This is an optimization exercise on Yosys and OpenROAD, whose aim is small area, a short achievable clock period and few clock cycles, not a production implementation.
The RTL was checked by simulation tests, not by an equivalence proof against the original design.
Power and IR drop assume default switching activity.

## flow/design.v (module list and top-level ports; edited modules follow where they fit)
// module mips32_pipe_core_p: 1996 lines
module mips32_pipe_core_p #(
    parameter int XLEN       = 32,
    parameter int ADDR_W     = 10,
    parameter int RESET_PC   = 0,
    parameter int FORWARD_EN = 1,
    parameter int CNT_W      = 32
) (
    input  logic              clock,
    input  logic              reset,
    output logic [ADDR_W-1:0] imem_addr,
    input  logic [31:0]       imem_rdata,
    output logic [ADDR_W-1:0] dmem_addr,
    output logic [XLEN-1:0]   dmem_wdata,
    output logic              dmem_we,
    input  logic [XLEN-1:0]   dmem_rdata,
    output logic              halted,
    output logic [CNT_W-1:0]  retired
);
  // ...
==> flow/flow/run.sh <==
#!/bin/bash
# The standard layout (standard.sh), with two changes to how it is made:
#  - the timing repair steps aim for a setup margin (the clock period and
#    constraints stay the standard flow's);
#  - the port buffers are plain buffers instead of the library's pick.
set -euo pipefail
export SETUP_SLACK_MARGIN=8
export BUFFER_PORTS_ARGS="-buffer_cell sky130_fd_sc_hd__buf_2"
bash standard.sh > standard_flow.log 2>&1
==> flow/standard.sh <==
#!/bin/bash
# synth_recipe.tcl (not shown) runs the flow's synth.tcl, then flattens the netlist and writes it again
# the make line also repeats each setting of config.mk as NAME=value (left out here)
make -C /OpenROAD-flow-scripts/flow DESIGN_CONFIG=/design/flow/config.mk WORK_HOME=/design/flow/orfs CLKGATE_MAP_FILE= SYNTH_SCRIPT=/design/flow/synth_recipe.tcl "${@:-finish}"
==> flow/config.mk <==
export PLATFORM = sky130hd
export DESIGN_NAME = mips32_pipe_core_p
export DESIGN_NICKNAME = mips32_pipe_core_p
export VERILOG_FILES = /design/flow/design.v
export SDC_FILE = /design/flow/constraint.sdc
export NUM_CORES = 4
export LEC_CHECK = 0
export CAP_MARGIN = 20
export CORE_MARGIN = 2
export CORE_UTILIZATION = 48
export CTS_CLUSTER_DIAMETER = 250
export CTS_CLUSTER_SIZE = 20
export PLACE_DENSITY = 0.6
export SLEW_MARGIN = 20
==> flow/constraint.sdc <==
create_clock -name core_clock -period 12.0 [get_ports {clock}]
set_input_delay 2.4000 -clock core_clock [delete_from_list [all_inputs] [get_ports {clock}]]
set_output_delay 2.4000 -clock core_clock [all_outputs]
set_load 0.01 [all_outputs]
==> out/metrics.csv, run 1 <==
metric;value;unit
status;timing/DRC/antenna clean;
layout_common_cells;edfxtp_1 (1066), a22oi_1 (837), nand2_1 (541), xnor2_1 (378), dfxtp_1 (329);
busiest_layer;met2;
cp_top_family;simple AND/OR/NAND/NOR gates;
synth_area_leaders;edfxtp_1 (42%), dfxtp_1 (11%), a22oi_1 (8.4%);
power.share.clock;15.1;%
power.leakage;31.4;nW
reg2reg_depth;13;
max_freq;0.237;GHz
r2r_end;r_pc[5];
die-width;402;um
maxCapViolations;0;
dp_slack;6.87;ns
die_area;162000;sq um
drc;0;
seq_share;47.4;%
num_vias;64900;
tritoncts;done;
drive_gt1_share;15.1;%
vdd_drop_max;0.310;mV
syn_area;76200;sq um
num_io_pins;152;
regArea;40500;sq um
fin_ws;7.78;ns
fin_tns_setup;0;ns
ff2ff_setup_slack;7.78;ns
min_path_cells;0;
gr-usage-met1;51.3;%
Testbench counts, summed over its fixed seeds: cycles 76,994.
==> inputs of run 2 (changes only) <==
--- a/flow/design.v
+++ b/flow/design.v
@@ -27,17 +27,19 @@
     logic [ADDR_W-1:0] r_pc;
     logic              r_fetch_stop, r_halted, r_dwe;
     logic [CNT_W-1:0]  r_retired;
     logic              r_ifid_valid;
     logic [31:0]       r_ifid_ir;
     logic [ADDR_W-1:0] r_ifid_pc;
     logic              r_ifid_pred;       
     logic              r_idex_valid, r_idex_we, r_idex_cnt, r_idex_late;
-    logic              r_idex_sw, r_idex_mul, r_idex_lw, r_idex_hlt, r_idex_slt;
+    logic              r_idex_sw, r_idex_mul, r_idex_lw, r_idex_hlt;
+    logic              r_idex_lbr, r_idex_bnez, r_idex_pred;   
+    logic [ADDR_W-1:0] r_idex_alt;                            
     logic              r_idex_fa_ex, r_idex_fa_wb, r_idex_fa_rf;
     logic              r_idex_fb_exp, r_idex_fb_exn, r_idex_fb_wbp, r_idex_fb_wbn, r_idex_fb_rf;
     logic              r_idex_sub, r_idex_s_sum, r_idex_s_and, r_idex_s_or, r_idex_s_slt;
     logic [4:0]        r_idex_dst;
     logic [XLEN-1:0]   r_idex_a, r_idex_b;
     logic [ADDR_W-1:0] r_idex_imm;
     logic              r_exmem_valid, r_exmem_we, r_exmem_lw, r_exmem_mul, r_exmem_lw_or_mul;
     logic [4:0]        r_exmem_dst;
@@ -102,61 +104,63 @@
             end
             c_OP_ADDI, c_OP_SUBI, c_OP_SLTI, c_OP_LW, c_OP_BNEQZ, c_OP_BEQZ: w_n_use_rs = 1'b1;
             default: ;
         endcase
     end
     assign w_br     = w_op == c_OP_BEQZ || w_op == c_OP_BNEQZ;
     assign w_stall  = r_ifid_valid &&
                       ((r_idex_late && (w_ex_rs || w_ex_rt)) ||
-                       (w_br && ((r_idex_slt && w_ex_rs) ||
-                                 (r_exmem_lw_or_mul && w_mem_rs))));
+                       1'b0);
     assign w_id_hlt = r_ifid_valid && w_op == c_OP_HLT;
     logic w_fb_ex, w_fb_wb;
     assign w_fb_ex = w_ex_rt;
     assign w_fb_wb = w_mem_rt && !w_ex_rt;
     logic [XLEN-1:0]   w_ex_a, w_ex_b, w_sum, w_alu;
     logic [ADDR_W-1:0] w_saddr;
     logic              w_lt;
     assign w_ex_a = ({XLEN{r_idex_fa_ex}} & r_exmem_alu) | ({XLEN{r_idex_fa_wb}} & r_memwb_wdata) |
                     ({XLEN{r_idex_fa_rf}} & r_idex_a);
     assign w_ex_b = ({XLEN{r_idex_fb_exp}} & r_exmem_alu) | ({XLEN{r_idex_fb_exn}} & ~r_exmem_alu) |
                     ({XLEN{r_idex_fb_wbp}} & r_memwb_wdata) | ({XLEN{r_idex_fb_wbn}} & ~r_memwb_wdata) |
                     ({XLEN{r_idex_fb_rf}} & r_idex_b);
-    assign w_sum  = w_ex_a + w_ex_b + XLEN'(r_idex_sub);
+    logic [XLEN:0] w_sum_x;
+    assign w_sum_x = {w_ex_a, 1'b1} + {w_ex_b, r_idex_sub};
+    assign w_sum   = w_sum_x[XLEN:1];
     assign w_lt   = (w_ex_a[XLEN-1] == w_ex_b[XLEN-1]) ? w_ex_a[XLEN-1] : w_sum[XLEN-1];
     assign w_alu  = ({XLEN{r_idex_s_sum}} & w_sum) |
                     ({XLEN{r_idex_s_and}} & (w_ex_a & w_ex_b)) |
                     ({XLEN{r_idex_s_or}}  & (w_ex_a | w_ex_b)) |
                     {{(XLEN-1){1'b0}}, r_idex_s_slt & w_lt};
     assign w_saddr = w_ex_a[ADDR_W-1:0] + r_idex_imm;
-    logic            w_zsum, w_zand, w_zor, w_z_ex, w_rs_zero;
-    logic [XLEN-1:0] w_zp, w_zk;
-    assign w_zp   = w_ex_a ^ w_ex_b;
-    assign w_zk   = {w_ex_a[XLEN-2:0] | w_ex_b[XLEN-2:0], r_idex_sub};
-    assign w_zsum = (w_zp == w_zk);
-    assign w_zand = (w_ex_a & w_ex_b) == '0;
-    assign w_zor  = (w_ex_a | w_ex_b) == '0;
-    assign w_z_ex = (r_idex_s_sum && w_zsum) || (r_idex_s_and && w_zand) || (r_idex_s_or && w_zor);
-    logic w_z_wb, w_z_rf;
+    logic w_z_mem, w_z_wb, w_z_rf, w_rs_zero, w_br_late;
+    assign w_z_mem   = r_exmem_alu == '0;
     assign w_z_wb    = r_memwb_wdata == '0;
     assign w_z_rf    = (w_rs == 5'd0) ? 1'b1 : r_zf[w_rs];
-    assign w_rs_zero = w_ex_rs ? w_z_ex : w_mem_rs ? (r_exmem_alu == '0) : r_m_wb_rs ? w_z_wb : w_z_rf;
+    assign w_rs_zero = w_mem_rs ? w_z_mem : r_m_wb_rs ? w_z_wb : w_z_rf;
+    assign w_br_late = w_ex_rs || (r_exmem_lw_or_mul && w_mem_rs);
+    logic w_taken_ex, w_redirect_ex;
+    assign w_taken_ex    = (r_idex_fa_ex ? w_z_mem : w_z_wb) ^ r_idex_bnez;
+    assign w_redirect_ex = r_idex_valid && r_idex_lbr && (w_taken_ex != r_idex_pred);
     logic [ADDR_W-1:0] w_target;
-    assign w_target  = r_ifid_pc + r_ifid_ir[ADDR_W-1:0] + ADDR_W'(1);
+    logic [ADDR_W:0]   w_target_x;
+    assign w_target_x = {r_ifid_pc, 1'b1} + {r_ifid_ir[ADDR_W-1:0], 1'b1};
+    assign w_target   = w_target_x[ADDR_W:1];
     logic              w_redirect;
     logic [ADDR_W-1:0] w_redirect_pc;
     assign w_taken       = w_rs_zero ^ (w_op == c_OP_BNEQZ);
-    assign w_redirect    = r_ifid_valid && w_br && !w_stall && (w_taken != r_ifid_pred);
+    assign w_redirect    = r_ifid_valid && w_br && !w_br_late && !w_stall && (w_taken != r_ifid_pred);
     assign w_redirect_pc = w_taken ? w_target : r_ifid_pc + ADDR_W'(1);
     logic              w_f_pred;
     logic [ADDR_W-1:0] w_f_target;
     assign w_f_pred   = (w_n_op == c_OP_BEQZ || w_n_op == c_OP_BNEQZ) &&
                         ((w_n_rs == 5'd0) ? (w_n_op == c_OP_BEQZ) : imem_rdata[ADDR_W-1]);
-    assign w_f_target = r_pc + imem_rdata[ADDR_W-1:0] + ADDR_W'(1);
+    logic [ADDR_W:0]   w_f_target_x;
+    assign w_f_target_x = {r_pc, 1'b1} + {imem_rdata[ADDR_W-1:0], 1'b1};
+    assign w_f_target   = w_f_target_x[ADDR_W:1];
     logic [XLEN-1:0] w_mul;
     logic w_bo0, w_bt0, w_bn0;
     logic w_boex0, w_btex0;
     logic w_bowb0, w_btwb0;
     logic w_borf0, w_btrf0;
     logic w_pp0_0;
     logic w_pp0_1;
     logic w_pp0_2;
@@ -1905,24 +1909,27 @@
     assign w_wb_data = r_rst ? '0 : r_memwb_wdata;
     always_ff @(posedge clock) begin
         r_rst <= reset;
         if (reset) begin
             r_pc         <= ADDR_W'(RESET_PC);
             r_ifid_valid <= 1'b0;
             r_fetch_stop <= 1'b0;
         end else begin
-            if (w_redirect) begin
+            if (w_redirect_ex) begin
+                r_pc         <= r_idex_alt;
+                r_ifid_valid <= 1'b0;
+            end else if (w_redirect) begin
                 r_pc         <= w_redirect_pc;
                 r_ifid_valid <= 1'b0;
             end else if (!w_stall) begin
                 r_pc         <= w_f_pred ? w_f_target : r_pc + ADDR_W'(1);
                 r_ifid_valid <= !(w_id_hlt || r_fetch_stop);
             end
-            if (w_id_hlt) r_fetch_stop <= 1'b1;
+            if (w_id_hlt && !w_redirect_ex) r_fetch_stop <= 1'b1;
         end
         if (!w_stall) begin
             r_ifid_ir   <= imem_rdata;
             r_ifid_pc   <= r_pc;
             r_ifid_pred <= w_f_pred;
         end
         if (w_stall) begin
             r_m_ex_rs  <= 1'b0;
@@ -1934,25 +1941,28 @@
         end else begin
             r_m_ex_rs  <= w_n_use_rs && r_ifid_valid && w_we && w_dst == w_n_rs;
             r_m_ex_rt  <= w_n_use_rt && r_ifid_valid && w_we && w_dst == w_n_rt;
             r_m_mem_rs <= w_n_use_rs && r_idex_valid && r_idex_we && r_idex_dst == w_n_rs;
             r_m_mem_rt <= w_n_use_rt && r_idex_valid && r_idex_we && r_idex_dst == w_n_rt;
             r_m_wb_rs  <= w_n_use_rs && r_exmem_valid && r_exmem_we && r_exmem_dst == w_n_rs;
             r_m_wb_rt  <= w_n_use_rt && r_exmem_valid && r_exmem_we && r_exmem_dst == w_n_rt;
         end
-        r_idex_valid  <= !reset && r_ifid_valid && !w_stall;
+        r_idex_valid  <= !reset && r_ifid_valid && !w_stall && !w_redirect_ex;
         r_idex_we     <= w_we;
         r_idex_cnt    <= w_cnt;
         r_idex_late   <= w_late && w_we;
         r_idex_sw     <= w_op == c_OP_SW;
         r_idex_lw     <= w_op == c_OP_LW;
         r_idex_mul    <= w_op == c_OP_MUL;
         r_idex_hlt    <= w_op == c_OP_HLT;
-        r_idex_slt    <= w_op == c_OP_SLT || w_op == c_OP_SLTI;
+        r_idex_lbr    <= w_br && w_br_late;
+        r_idex_bnez   <= w_op == c_OP_BNEQZ;
+        r_idex_pred   <= r_ifid_pred;
+        r_idex_alt    <= r_ifid_pred ? r_ifid_pc + ADDR_W'(1) : w_target;
         r_idex_sub    <= w_sub;
         r_idex_s_sum  <= w_op == c_OP_ADD || w_op == c_OP_SUB || w_op == c_OP_ADDI ||
                          w_op == c_OP_SUBI || w_op == c_OP_LW;
         r_idex_s_and  <= w_op == c_OP_AND;
         r_idex_s_or   <= w_op == c_OP_OR;
         r_idex_s_slt  <= w_op == c_OP_SLT || w_op == c_OP_SLTI;
         r_idex_fa_ex  <= w_ex_rs;
         r_idex_fa_wb  <= w_mem_rs && !w_ex_rs;
==> run 2 against run 1 <==
Still clean. Worst setup slack improved by 0.081 ns. Worst hold slack improved by 0.0049 ns. Final area fell by 2.6%. Register-to-register slack improved by 0.08 ns. Sequential power rose by 2%. Non-clock buffer count fell by 93. Critical path depth fell by 2. Via count fell by 2.9%. Synthesized area fell by 0.76%. Clock power barely moved. Largest cell class unchanged.
==> out/metrics.csv, run 2 <==
metric;value;unit;change
dr.pass1.iters;13;;unchanged
synth_most_common_cell;edfxtp_1;;unchanged
synth.cells.most_frequent;edfxtp_1 (1066), a22oi_1 (623), clkbuf_1 (441);;was edfxtp_1 (1066), a22oi_1 (853), nand2_1 (556)
area_growth;10.1;%;was 12.2%
hold_violations;0;;unchanged
yosys.area_share.xor_xnor;6.20;%;was 6.31%
drc;0;;unchanged
die-width;401;um;was 402 um
syn_inst;6374;;was 6649
synth_compound_area_share;19.3;%;was 18.1%
synth_top_area_cell;edfxtp_1;;unchanged
switching_share;42.0;%;was 41.8%
skew;0.0753;ns;was 0.0776 ns
grt_overflow;0;;unchanged
p_switching;8.59;mW;was 8.69 mW
final-setup-viol-count;0;;unchanged
num_io_pins;152;;unchanged
tritoncts;done;;unchanged
hp-class;reg -> reg;;unchanged
postSynthAreaPerCell;11.9;sq um;was 11.5 sq um
crit_top_cell;buf_4;;was and4_1
dp_cells;8303;;was 8576
endpoint_kind;flip-flop;;unchanged
die_y;401;um;was 402 um
drtAntennaViolNets;0;;unchanged
wirelength;334;mm;was 345 mm
layout_commonest_cell;edfxtp_1;;unchanged
num-nets-final;6791;;was 7148
relSlewSlack;13.9;%;was 15.5%
rows;145;;was 146
synth_top_area_share;42.3;%;was 42.0%
synthAdderAreaFrac;7.74;%;was 7.71%
cpPeakStageDelay;0.95;ns;was 0.63 ns
place_congestion;0.988;;was 0.973
core_area;156000;sq um;was 158000 sq um
syn_area;75600;sq um;was 76200 sq um
met3_wirelength;53.4;mm;was 55.6 mm
fill_cells;13400;;was 13500
p_int;11.9;mW;was 12.1 mW
placed_area;79500;sq um;was 79900 sq um
drive_gt1_share;13.2;%;was 15.1%
cp.required;12.56;ns;was 12.61 ns
synth_top_family_by_area;compound AO/OA/AOI/OAI gates;;unchanged
stdcell_count;8471;;was 8861
p_seq_share;34.6;%;was 33.5%
vdd_drop_max;0.261;mV;was 0.310 mV
grt_max_degree;63;;was 65
drt_iter0_drc;12700;;was 14000
die_area;161000;sq um;was 162000 sq um
ys_warn_count;34;;unchanged
critPathKind;reg -> reg;;unchanged
maxCapViolations;0;;unchanged
cp-start-kind;flip-flop;;unchanged
clk_path_buf_depth;3;;unchanged
pwr-share-comb;50.2;%;was 51.4%
power.share.clock;15.2;%;was 15.1%
synth-seq-cells;1498;;was 1485
clkLatencyLatePin;0.79;ns;about the same
initial_core_util;48.4;%;was 48.2%
worstMarginPinSlew;1.26;ns;was 1.25 ns
fin_tns_setup;0;ns;unchanged
synth_area_leaders;edfxtp_1 (42%), dfxtp_1 (11%), a22oi_1 (6.2%);;was edfxtp_1 (42%), dfxtp_1 (11%), a22oi_1 (8.4%)
async_flop_share;0;%;unchanged
clkTransAtPathRegs;0.09;ns;about the same
met2WireLength;137;mm;was 142 mm
status;timing/DRC/antenna clean;;unchanged
cp_top_family;compound AO/OA/AOI/OAI gates;;was simple AND/OR/NAND/NOR gates
cp_max_fo;18;;was 7
postLayoutCoreUtil;53.2;%;was 54.1%
cts_sinks;1498;;was 1485
max_freq;0.242;GHz;was 0.237 GHz
grt_use_total;39.9;%;was 41.1%
synth_nets;6792;;was 7068
synth_edf_count;1066;;unchanged
finalCriticalPeriod;4.13;ns;was 4.22 ns
met1_length;116;mm;was 118 mm
path_cells;buf_4 > ha_1 > nand2_1 > nor2_4 > buf_4 > buf_4 > a22o_1 > a221oi_1 > nand4_1 > a2111oi_1 > o21ai_0;;was mux2i_1 > and4_1 > inv_1 > ha_1 > nor4b_2 > and4_1 > nand4b_1 > o311a_1 > and2_4 > o311a_4 > mux2_4 > a221oi_2 > nor2_1
highest_layer;met5;;unchanged
cts_root_buffer;clkbuf_16;;unchanged
cts-htree-levels;3;;unchanged
synth_mux_area_share;1.08;%;was 1.33%
dp_hpwl;191;mm;was 199 mm
antenna_found_initial;16;;was 15
cellPowerDensity;246;nW/um^2;was 243 nW/um^2
cp.buffers_inverters;3;;was 1
drv_slew;0;;unchanged
drt-vias-per-instance;7.43;;was 7.32
hold_buffers;0;;unchanged
grt_pass1_wl;456;mm;was 471 mm
power.leakage;30.3;nW;was 31.4 nW
crit_arrival;4.69;ns;was 4.83 ns
largest_reg_flops;992;;unchanged
grt_pass1_vias;58900;;was 60300
fin_area;83300;sq um;was 85500 sq um
rsz0062_at_grt;yes;;unchanged
num_vias;63000;;was 64900
yosys.area_share.simple;7.79;%;was 9.51%
crit_slowest_cell;a2111oi_1;;was dfxtp_2
synth.distinct_cells;84;;was 92
layout_common_cells;edfxtp_1 (1066), a22oi_1 (622), xnor2_1 (375), nand2_1 (348), dfxtp_1 (346);;was edfxtp_1 (1066), a22oi_1 (837), nand2_1 (541), xnor2_1 (378), dfxtp_1 (329)
wl_per_cell;39.4;um;was 39.0 um
ys_seq_area_share;53.8;%;was 53.0%
synth_ff_type;edfxtp_1;;unchanged
port_buffers;151;;unchanged
finalCritPeriodShare;34.5;%;was 35.1%
regMostFlops;r_rf;;unchanged
cts_buffers;84;;unchanged
## run 2: changes by cell type in the layout (fill, tap and decap cells not counted), moves of 26 or more
cell | before | now
nand3_1 | 113 | 87
a22o_1 | 95 | 297
nand4_1 | 146 | 172
o21ai_0 | 213 | 185
inv_1 | 274 | 305
nand2_1 | 541 | 348
a22oi_1 | 837 | 622
a21oi_1 | 164 | 127
nor3_1 | 83 | 36
a221oi_1 | 161 | 305
buf_4 | 292 | 236
## run 2: worst register-to-register path, delay by kind of cell (launching register included)
family,cells,cell delay [ns]
buffers and inverters,3,0.97
flip-flops,1,0.49
AO/OA/AOI/OAI,4,1.67
AND/OR/NAND/NOR,3,0.55
adder cells (fa/ha/maj),1,0.26
## run 2: per-stage QoR
stage	setup slack, ns	total power, mW	hold slack (ns)
final	7.87	20.5	0.346
after detailed placement	6.85	16.7	0.335
after CTS	8.00	20.0	0.347
after floorplan	7.58	13.3	0.323
after global placement	6.82	16.6	0.335
after global routing	7.95	21.6	0.359
## run 2: path summary, 6_finish.rpt
path	slack, ns	endpoint	depth (start not counted)	from
setup / recovery	7.87	r_idex_a[3]	11	r_ifid_ir[21]
hold / removal	0.35	r_exmem_lw	0	r_idex_lw
setup reg to reg	7.87	r_idex_a[3]	11	r_ifid_ir[21]
hold reg to reg	0.35	r_exmem_lw	0	r_idex_lw
## run 2: routing by layer
| layer | vias up | track usage [%] |
|---|---|---|
| met1 | 30700 | 50.2 |
| met5 | - | 0.387 |
| met2 | 6081 | 57.5 |
| met4 | 23 | 24.1 |
| li1 | 24400 | - |
| met3 | 1788 | 16.1 |
## run 2: layout make-up
| type | count | area (sq um) | area share (%) |
|---|---|---|---|
| repair buffers | 415 | 3010 | 3.62 |
| diodes | 10 | 25.0 | 0.0301 |
| clock buffers | 110 | 2240 | 2.69 |
| clock inverters | 6 | 134 | 0.161 |
| multi-input cells | 4055 | 33200 | 39.9 |
| inverters | 319 | 1230 | 1.48 |
| well taps | 2058 | 2570 | 3.09 |
| flip-flops and latches | 1498 | 40800 | 49.0 |
## run 2: logic make-up after synthesis
kind of cell,after synthesis
AOI/OAI and AO/OA,1926
DFF,1498
and+or+nand+nor,1175
buffers and inverters,821
xor gates and xnor gates,532
adders and majority gates,352
muxes,70
## run 2: repair_timing
item	4_1_cts	5_1_grt
setup buffers	16	21
setup endpoints to repair	102	75
cloned	0	3
resized for setup	113	144
pin swaps	13	41
## run 2: power by group through the flow
stage / Combinational [mW] / Sequential, mW / Clock [mW]
floorplan: 6.40 / 6.95 / 0
global placement: 9.41 / 7.15 / 0
detailed placement: 9.56 / 7.16 / 0
CTS: 9.84 / 7.05 / 3.11
global route: 11.2 / 7.14 / 3.27
finish: 10.3 / 7.09 / 3.11
Testbench counts of run 2, summed over its fixed seeds: cycles 77,687.
==> inputs of run 3 (changes only) <==
--- a/flow/flow/run.sh
+++ b/flow/flow/run.sh
@@ -6,3 +6,3 @@
 set -euo pipefail
-export SETUP_SLACK_MARGIN=8
+export SETUP_SLACK_MARGIN=8.25
 export BUFFER_PORTS_ARGS="-buffer_cell sky130_fd_sc_hd__buf_2"
==> run 3 against run 2 <==
Largest power group unchanged. Core utilization up 1.8 points. Die area unchanged. Sequential cell count stayed put. Critical path type is now in -> reg. Largest cell class unchanged. Fmax grew 6.3%. Critical endpoint is now r_pc[9]. Power is 5.8% higher.
==> out/metrics.csv, run 3 <==
metric;value;unit;change
drt_iter0_drc;13300;;was 12700
path_cells;buf_8 > or4_4 > o21ai_2 > o21ai_1 > and2_4 > o2111ai_4 > buf_12 > buf_8 > nor4b_1 > o21ai_1 > nand4_1 > a221oi_2 > a2111oi_2;;was buf_4 > ha_1 > nand2_1 > nor2_4 > buf_4 > buf_4 > a22o_1 > a221oi_1 > nand4_1 > a2111oi_1 > o21ai_0
clkTransAtPathRegs;0.10;ns;was 0.09 ns
endpoint_kind;flip-flop;;unchanged
synth.distinct_cells;84;;unchanged
max_freq;0.257;GHz;was 0.242 GHz
synth.cells.most_frequent;edfxtp_1 (1066), a22oi_1 (623), clkbuf_1 (441);;unchanged
wirelength;340;mm;was 334 mm
grt_max_degree;67;;was 63
layout_common_cells;edfxtp_1 (1066), a22oi_1 (604), xnor2_1 (363), nand2_1 (335), buf_4 (334);;was edfxtp_1 (1066), a22oi_1 (622), xnor2_1 (375), nand2_1 (348), dfxtp_1 (346)
finalCriticalPeriod;3.89;ns;was 4.13 ns
initial_core_util;48.4;%;unchanged
num_vias;63900;;was 63000
syn_inst;6374;;unchanged
async_flop_share;0;%;unchanged
hp-class;reg -> reg;;unchanged
multi_input_comb_area;34200;sq um;was 33200 sq um
largest_reg_flops;992;;unchanged
antenna_found_initial;16;;unchanged
cp_max_fo;6;;was 18
regMostFlops;r_rf;;unchanged
rsz0062_at_grt;yes;;unchanged
skew;0.0614;ns;was 0.0753 ns
cpPeakStageDelay;0.55;ns;was 0.95 ns
rows;145;;unchanged
synth_most_common_cell;edfxtp_1;;unchanged
num-nets-final;6940;;was 6791
cp-start-kind;input pin;;was flip-flop
drt-vias-per-instance;7.41;;was 7.43
cts_buffers;84;;unchanged
finalCritPeriodShare;32.4;%;was 34.5%
area_growth;13.9;%;was 10.1%
die_area;161000;sq um;unchanged
hold_start;r_idex_lw;;unchanged
final-setup-viol-count;0;;unchanged
port_buffers;151;;unchanged
grt_use_total;40.5;%;was 39.9%
maxCapViolations;0;;unchanged
hold_violations;0;;unchanged
synth_ff_type;edfxtp_1;;unchanged
synth_nets;6792;;unchanged
power.leakage;31.4;nW;was 30.3 nW
cp.required;12.65;ns;was 12.56 ns
cts_sinks;1498;;unchanged
layout_commonest_cell;edfxtp_1;;unchanged
fin_area;86100;sq um;was 83300 sq um
drtAntennaViolNets;0;;unchanged
status;timing/DRC/antenna clean;;unchanged
postLayoutCoreUtil;55.1;%;was 53.2%
critPathLaunch;imem_rdata[24];;was r_ifid_ir[21]
synth_area_leaders;edfxtp_1 (42%), dfxtp_1 (11%), a22oi_1 (6.2%);;unchanged
cts_root_buffer;clkbuf_16;;unchanged
r2r_start;r_idex_fb_wbp;;was r_ifid_ir[21]
worstMarginPinSlew;1.24;ns;was 1.26 ns
ys_seq_area_share;53.8;%;unchanged
vdd_drop_max;0.393;mV;was 0.261 mV
fin_tns_setup;0;ns;unchanged
fill_cells;13100;;was 13400
critPathKind;in -> reg;;was reg -> reg
dp_hpwl;190;mm;was 191 mm
regArea;40900;sq um;was 40800 sq um
ys_warn_count;34;;unchanged
postSynthAreaPerCell;11.9;sq um;unchanged
clk_path_buf_depth;3;;unchanged
synth_edf_count;1066;;unchanged
wl_per_cell;39.4;um;about the same
drc;0;;unchanged
clkLatencyLatePin;0.79;ns;about the same
grt_pass1_vias;59900;;was 58900
synth_top_area_share;42.3;%;unchanged
cts-htree-levels;3;;unchanged
placed_area;79500;sq um;about the same
cellPowerDensity;252;nW/um^2;was 246 nW/um^2
place_congestion;0.992;;was 0.988
drive_gt1_share;18.0;%;was 13.2%
crit_arrival;4.54;ns;was 4.69 ns
die_y;401;um;unchanged
crit_slowest_cell;or4_4;;was a2111oi_1
synth-seq-cells;1498;;unchanged
grt_pass1_wl;462;mm;was 456 mm
tritoncts;done;;unchanged
die-width;401;um;unchanged
core_area;156000;sq um;unchanged
syn_area;75600;sq um;unchanged
total_power;21.7;mW;was 20.5 mW
drv_slew;0;;unchanged
relSlewSlack;17.2;%;was 13.9%
dr.pass1.iters;12;;was 13
synth_top_area_cell;edfxtp_1;;unchanged
grt_overflow;0;;unchanged
num_io_pins;152;;unchanged
-- run 3: cell counts after synthesis --
No cell type changed its count.
-- run 3: worst paths after layout --
path,end,slack [ns],cells after the start
hold / removal,r_exmem_lw,0.34,0
setup reg to reg,r_mq29_0,8.11,12
hold reg to reg,r_exmem_lw,0.34,0
setup / recovery,r_pc[9],8.11,13
-- run 3: area by class of cell --
cell class	count	area share (%)
clock buffers	111	2.61
clock inverters	6	0.167
well taps	2058	2.99
repair inverters	2	0.0189
diodes	9	0.0262
inverters	319	1.48
flip-flops and latches	1498	47.5
multi-input cells	4056	39.8
repair buffers	561	5.45
-- run 3: report_power, final --
| part | internal (mW) | switching [mW] |
|---|---|---|
| sequential | 6.53 | 0.552 |
| combinational | 4.71 | 6.78 |
| clock | 1.33 | 1.78 |
| total | 12.6 | 9.11 |
-- run 3: layer usage --
layer | up-vias | track usage, % | share of wire (%) | wire (um)
li1 | 24700 | - | - | -
met1 | 30900 | 50.7 | 34 | 116000
met2 | 6367 | 58.5 | 41 | 139000
met3 | 1873 | 15.8 | 16 | 55100
met4 | 27 | 25.5 | 8.4 | 28700
met5 | - | 1.07 | 0.12 | 414
-- run 3: critical path: cells and delay by family --
family / cells / cell delay [ns]
AOI/OAI and AO/OA: 6 / 0.88
buffers and inverters: 3 / 0.38
and+or+nand+nor: 4 / 0.86
-- run 3: what timing repair did --
item | CTS | global route
gates cloned | 5 | 10
hold buffers | 0 | 0
setup endpoints to repair | 183 | 121
gates resized for setup | 309 | 259
pin swaps | 64 | 114
setup buffers | 75 | 105
-- run 3: kinds of logic after synthesis --
group           count (synthesis)  share of synthesized area (%)
compound gates               1926                           19.3
xor+xnor                      532                           6.20
fa+ha+maj                     352                           7.74
buf+inv                       821                           4.14
flops                        1498                           53.8
mux                            70                           1.08
simple gates                 1175                           7.79
-- run 3: through the flow --
stage / setup slack (ns) / hold slack, ns / cells
finish: 8.11 / 0.344 / 8620
global placement: 6.84 / 0.329 / 8297
global route: 8.02 / 0.346 / 8613
detailed placement: 6.89 / 0.333 / 8298
floorplan: 7.58 / 0.323 / 6374
CTS: 8.06 / 0.342 / 8495
==> inputs of run 4 (changes only) <==
--- a/flow/flow/run.sh
+++ b/flow/flow/run.sh
@@ -6,3 +6,3 @@
 set -euo pipefail
-export SETUP_SLACK_MARGIN=8.25
+export SETUP_SLACK_MARGIN=8.35
 export BUFFER_PORTS_ARGS="-buffer_cell sky130_fd_sc_hd__buf_2"
==> run 4 against run 3 <==
Wire length rose by 1.3%. Via count rose by 1.6%. Clock power barely moved. Critical endpoint is now r_memwb_wdata[31]. Non-clock buffer count rose by 96. Global-route usage rose by 0.68 points. Fmax fell by 2.4%. Synthesized area did not move. Critical path type is now reg -> reg. Clock-buffer cell count rose by 19. Final cell count rose by 1.3%.
==> out/metrics.csv, run 4 <==
metric;value;unit;change
status;timing/DRC/antenna clean;;unchanged
drc;0;;unchanged
power.leakage;32.2;nW;was 31.4 nW
die_y;401;um;unchanged
worstMarginPinSlew;1.20;ns;was 1.24 ns
vdd_drop_max;0.352;mV;was 0.393 mV
ff2ff_setup_slack;8.02;ns;was 8.11 ns
regMostFlops;r_rf;;unchanged
hold_buffers;0;;unchanged
fin_area;87700;sq um;was 86100 sq um
die-width;401;um;unchanged
drive_gt1_share;20.1;%;was 18.0%
endpoint;r_memwb_wdata[31];;was r_pc[9]
rsz0062_at_grt;yes;;unchanged
async_flop_share;0;%;unchanged
cts_sinks;1498;;unchanged
fill_cells;13000;;was 13100
maxCapViolations;0;;unchanged
critPathKind;reg -> reg;;was in -> reg
drtAntennaViolNets;0;;unchanged
skew;0.0812;ns;was 0.0614 ns
final-setup-viol-count;0;;unchanged
synth.cells.most_frequent;edfxtp_1 (1066), a22oi_1 (623), clkbuf_1 (441);;unchanged
syn_inst;6374;;unchanged
hold_violations;0;;unchanged
critPathLaunch;r_mq14_0;;was imem_rdata[24]
dr.pass1.iters;10;;was 12
synth.distinct_cells;84;;unchanged
hp-class;reg -> reg;;unchanged
synth_top_area_cell;edfxtp_1;;unchanged
synth_area_leaders;edfxtp_1 (42%), dfxtp_1 (11%), a22oi_1 (6.2%);;unchanged
p_seq_share;31.5;%;was 32.7%
die_area;161000;sq um;unchanged
initial_core_util;48.4;%;unchanged
finalCritPeriodShare;33.2;%;was 32.4%
r2r_end;r_memwb_wdata[31];;was r_mq29_0
drv_slew;0;;unchanged
num_io_pins;152;;unchanged
endpoint_kind;flip-flop;;unchanged
rows;145;;unchanged
holdWs;0.353;ns;was 0.344 ns
cp_max_fo;5;;was 6
clkLatencyLatePin;0.78;ns;was 0.79 ns
fin_tns_setup;0;ns;unchanged
synth_edf_count;1066;;unchanged
relSlewSlack;19.1;%;was 17.2%
synth_most_common_cell;edfxtp_1;;unchanged
cellPowerDensity;257;nW/um^2;was 252 nW/um^2
reg2reg_depth;13;;was 12
dp_hpwl;197;mm;was 190 mm
antenna_found_initial;29;;was 16
largest_reg_flops;992;;unchanged
r2r_start;r_mq14_0;;was r_idex_fb_wbp
power.share.clock;13.8;%;was 14.3%
min_path_cells;0;;unchanged
core_area;156000;sq um;unchanged
dp_cells;8311;;was 8298
grt_overflow;0;;unchanged
postLayoutCoreUtil;56.1;%;was 55.1%
wl_per_cell;39.4;um;about the same
synth_ff_type;edfxtp_1;;unchanged
stdcell_count;8734;;was 8620
drt-vias-per-instance;7.43;;was 7.41
placed_area;79600;sq um;was 79500 sq um
pwr-share-comb;54.7;%;was 53.0%
cts-htree-levels;3;;unchanged
finalCriticalPeriod;3.98;ns;was 3.89 ns
clkTransAtPathRegs;0.09;ns;was 0.10 ns
p_int;13.1;mW;was 12.6 mW
cts_root_buffer;clkbuf_16;;unchanged
port_buffers;151;;unchanged
ys_seq_area_share;53.8;%;unchanged
synth_top_area_share;42.3;%;unchanged
synth-seq-cells;1498;;unchanged
syn_area;75600;sq um;unchanged
area_growth;16.0;%;was 13.9%
place_congestion;0.988;;was 0.992
multi_input_comb_area;34500;sq um;was 34200 sq um
p_switching;9.50;mW;was 9.11 mW
max_freq;0.251;GHz;was 0.257 GHz
grt_pass1_wl;470;mm;was 462 mm
fin_ws;8.02;ns;was 8.11 ns
cp.required;12.66;ns;was 12.65 ns
grt_use_total;41.1;%;was 40.5%
wirelength;344;mm;was 340 mm
total_power;22.6;mW;was 21.7 mW
ys_warn_count;34;;unchanged
cp-start-kind;flip-flop;;was input pin
dp_slack;6.84;ns;was 6.89 ns
num-nets-final;7036;;was 6940
num_vias;64900;;was 63900
regArea;40900;sq um;about the same
synth_nets;6792;;unchanged
layout_commonest_cell;edfxtp_1;;unchanged
layout_common_cells;edfxtp_1 (1066), a22oi_1 (585), buf_4 (406), xnor2_1 (352), nand2_1 (326);;was edfxtp_1 (1066), a22oi_1 (604), xnor2_1 (363), nand2_1 (335), buf_4 (334)
postSynthAreaPerCell;11.9;sq um;unchanged
switching_share;42.1;%;was 42.0%
crit_arrival;4.64;ns;was 4.54 ns
drt_iter0_drc;13400;;was 13300
grt_max_degree;63;;was 67
grt_pass1_vias;60500;;was 59900
tritoncts;done;;unchanged
cts_buffers;84;;unchanged
clk_path_buf_depth;3;;unchanged
## run 4: cell counts after synthesis
No cell type changed its count.
## run 4: final cells by class
| cell class | instances | share of cell area [%] |
|---|---|---|
| Antenna cell | 7 | 0.0200 |
| Clock buffer | 130 | 2.59 |
| Clock inverter | 7 | 0.163 |
| Inverter | 319 | 1.46 |
| Multi-Input combinational cell | 4056 | 39.3 |
| Sequential cell | 1498 | 46.7 |
| Tap cell | 2058 | 2.94 |
| Timing Repair Buffer | 657 | 6.78 |
| Timing Repair inverter | 2 | 0.0314 |
## run 4: layer usage
| layer | GRT usage [%] | wire, um | up-vias |
|---|---|---|---|
| met3 | 15.8 | 55000 | 1886 |
| li1 | - | - | 25000 |
| met2 | 59.5 | 142000 | 6525 |
| met1 | 51.7 | 117000 | 31500 |
| met5 | 0.952 | 421 | - |
| met4 | 25.8 | 29700 | 32 |
## run 4: power by group through the flow
stage                     registers (mW)  clock network, mW  logic (mW)
after floorplan                     6.95                  0        6.46
final                               7.10               3.12        12.4
after global routing                7.15               3.29        13.2
after CTS                           7.06               3.12        11.3
after global placement              7.17                  0        9.61
after detailed placement            7.18                  0        9.71
## run 4: cells by family (layout without fill, tap and decap cells)
kind of cell	Yosys count	after routing	share of synthesized area (%)
other	0	7	0
muxes	70	70	1.08
AOI/OAI and AO/OA	1926	1927	19.3
xor gates and xnor gates	532	532	6.20
buffers and inverters	821	1115	4.14
adders and majority gates	352	352	7.74
and+or+nand+nor	1175	1175	7.79
DFF	1498	1498	53.8
## run 4: critical path: stages (launching register included)
cell and delay (ns):
dfxtp_1 0.33, fa_1 0.56, fa_1 0.42, ha_1 0.37, a21o_1 0.21, a21o_1 0.22, a21oi_4 0.23, o21ai_0 0.17
o21ba_4 0.29, o211ai_1 0.21, nand4_1 0.22, a31oi_2 0.14, or4_1 0.49, nand3_1 0.07
## run 4: worst min-delay path by stage
stage	slack (ns)	endpoint	from
final	0.35	r_exmem_mul	r_idex_mul
after detailed placement	0.35	r_exmem_mul	r_idex_mul
after floorplan	0.32	r_exmem_lw	r_idex_lw
after global placement	0.34	r_exmem_we	r_idex_we
after global routing	0.36	r_exmem_we	r_idex_we
after CTS	0.36	r_exmem_mul	r_idex_mul
## run 4: what timing repair did
| item | CTS | global route |
|---|---|---|
| cloned | 15 | 5 |
| pin swaps | 115 | 140 |
| setup endpoints to repair | 222 | 170 |
| setup buffers | 178 | 81 |
| resized for setup | 489 | 258 |

## what the ideal ports hide
No port has a modelled driver above. Below, the same layouts with a new extraction and two added sets of constraints.
Step 1, drivers: a clkbuf_16 drives clock and a buf_2 each remaining input, both assumed.
Step 2 adds t to the input delays and takes it off the output delays; t is the mean of the earliest and latest rising clock arrival at the registers after step 1. Input paths then give back, and output paths get back, about the clock's delay inside the block.
Slacks: ideal ports / drivers / drivers and shift; pairs: ideal ports / drivers.
run	t, ns	slack for setup (ns)	hold WS [ns]	worst setup path after step 2
run 1	0.830	7.785 / 7.785 / 7.149	0.342 / 0.342 / 0.342	input to register
run 2	0.828	7.866 / 7.866 / 7.256	0.346 / 0.346 / 0.346	input to register
run 3	0.841	8.113 / 8.114 / 7.313	0.344 / 0.344 / 0.344	input to register
run 4	0.824	8.016 / 8.016 / 7.357	0.353 / 0.353 / 0.353	input to register
After both steps every run listed still meets setup and hold. For run 3, which loses most, drivers alone change the setup slack by +0.001 ns; drivers and shift together by -0.800 ns.
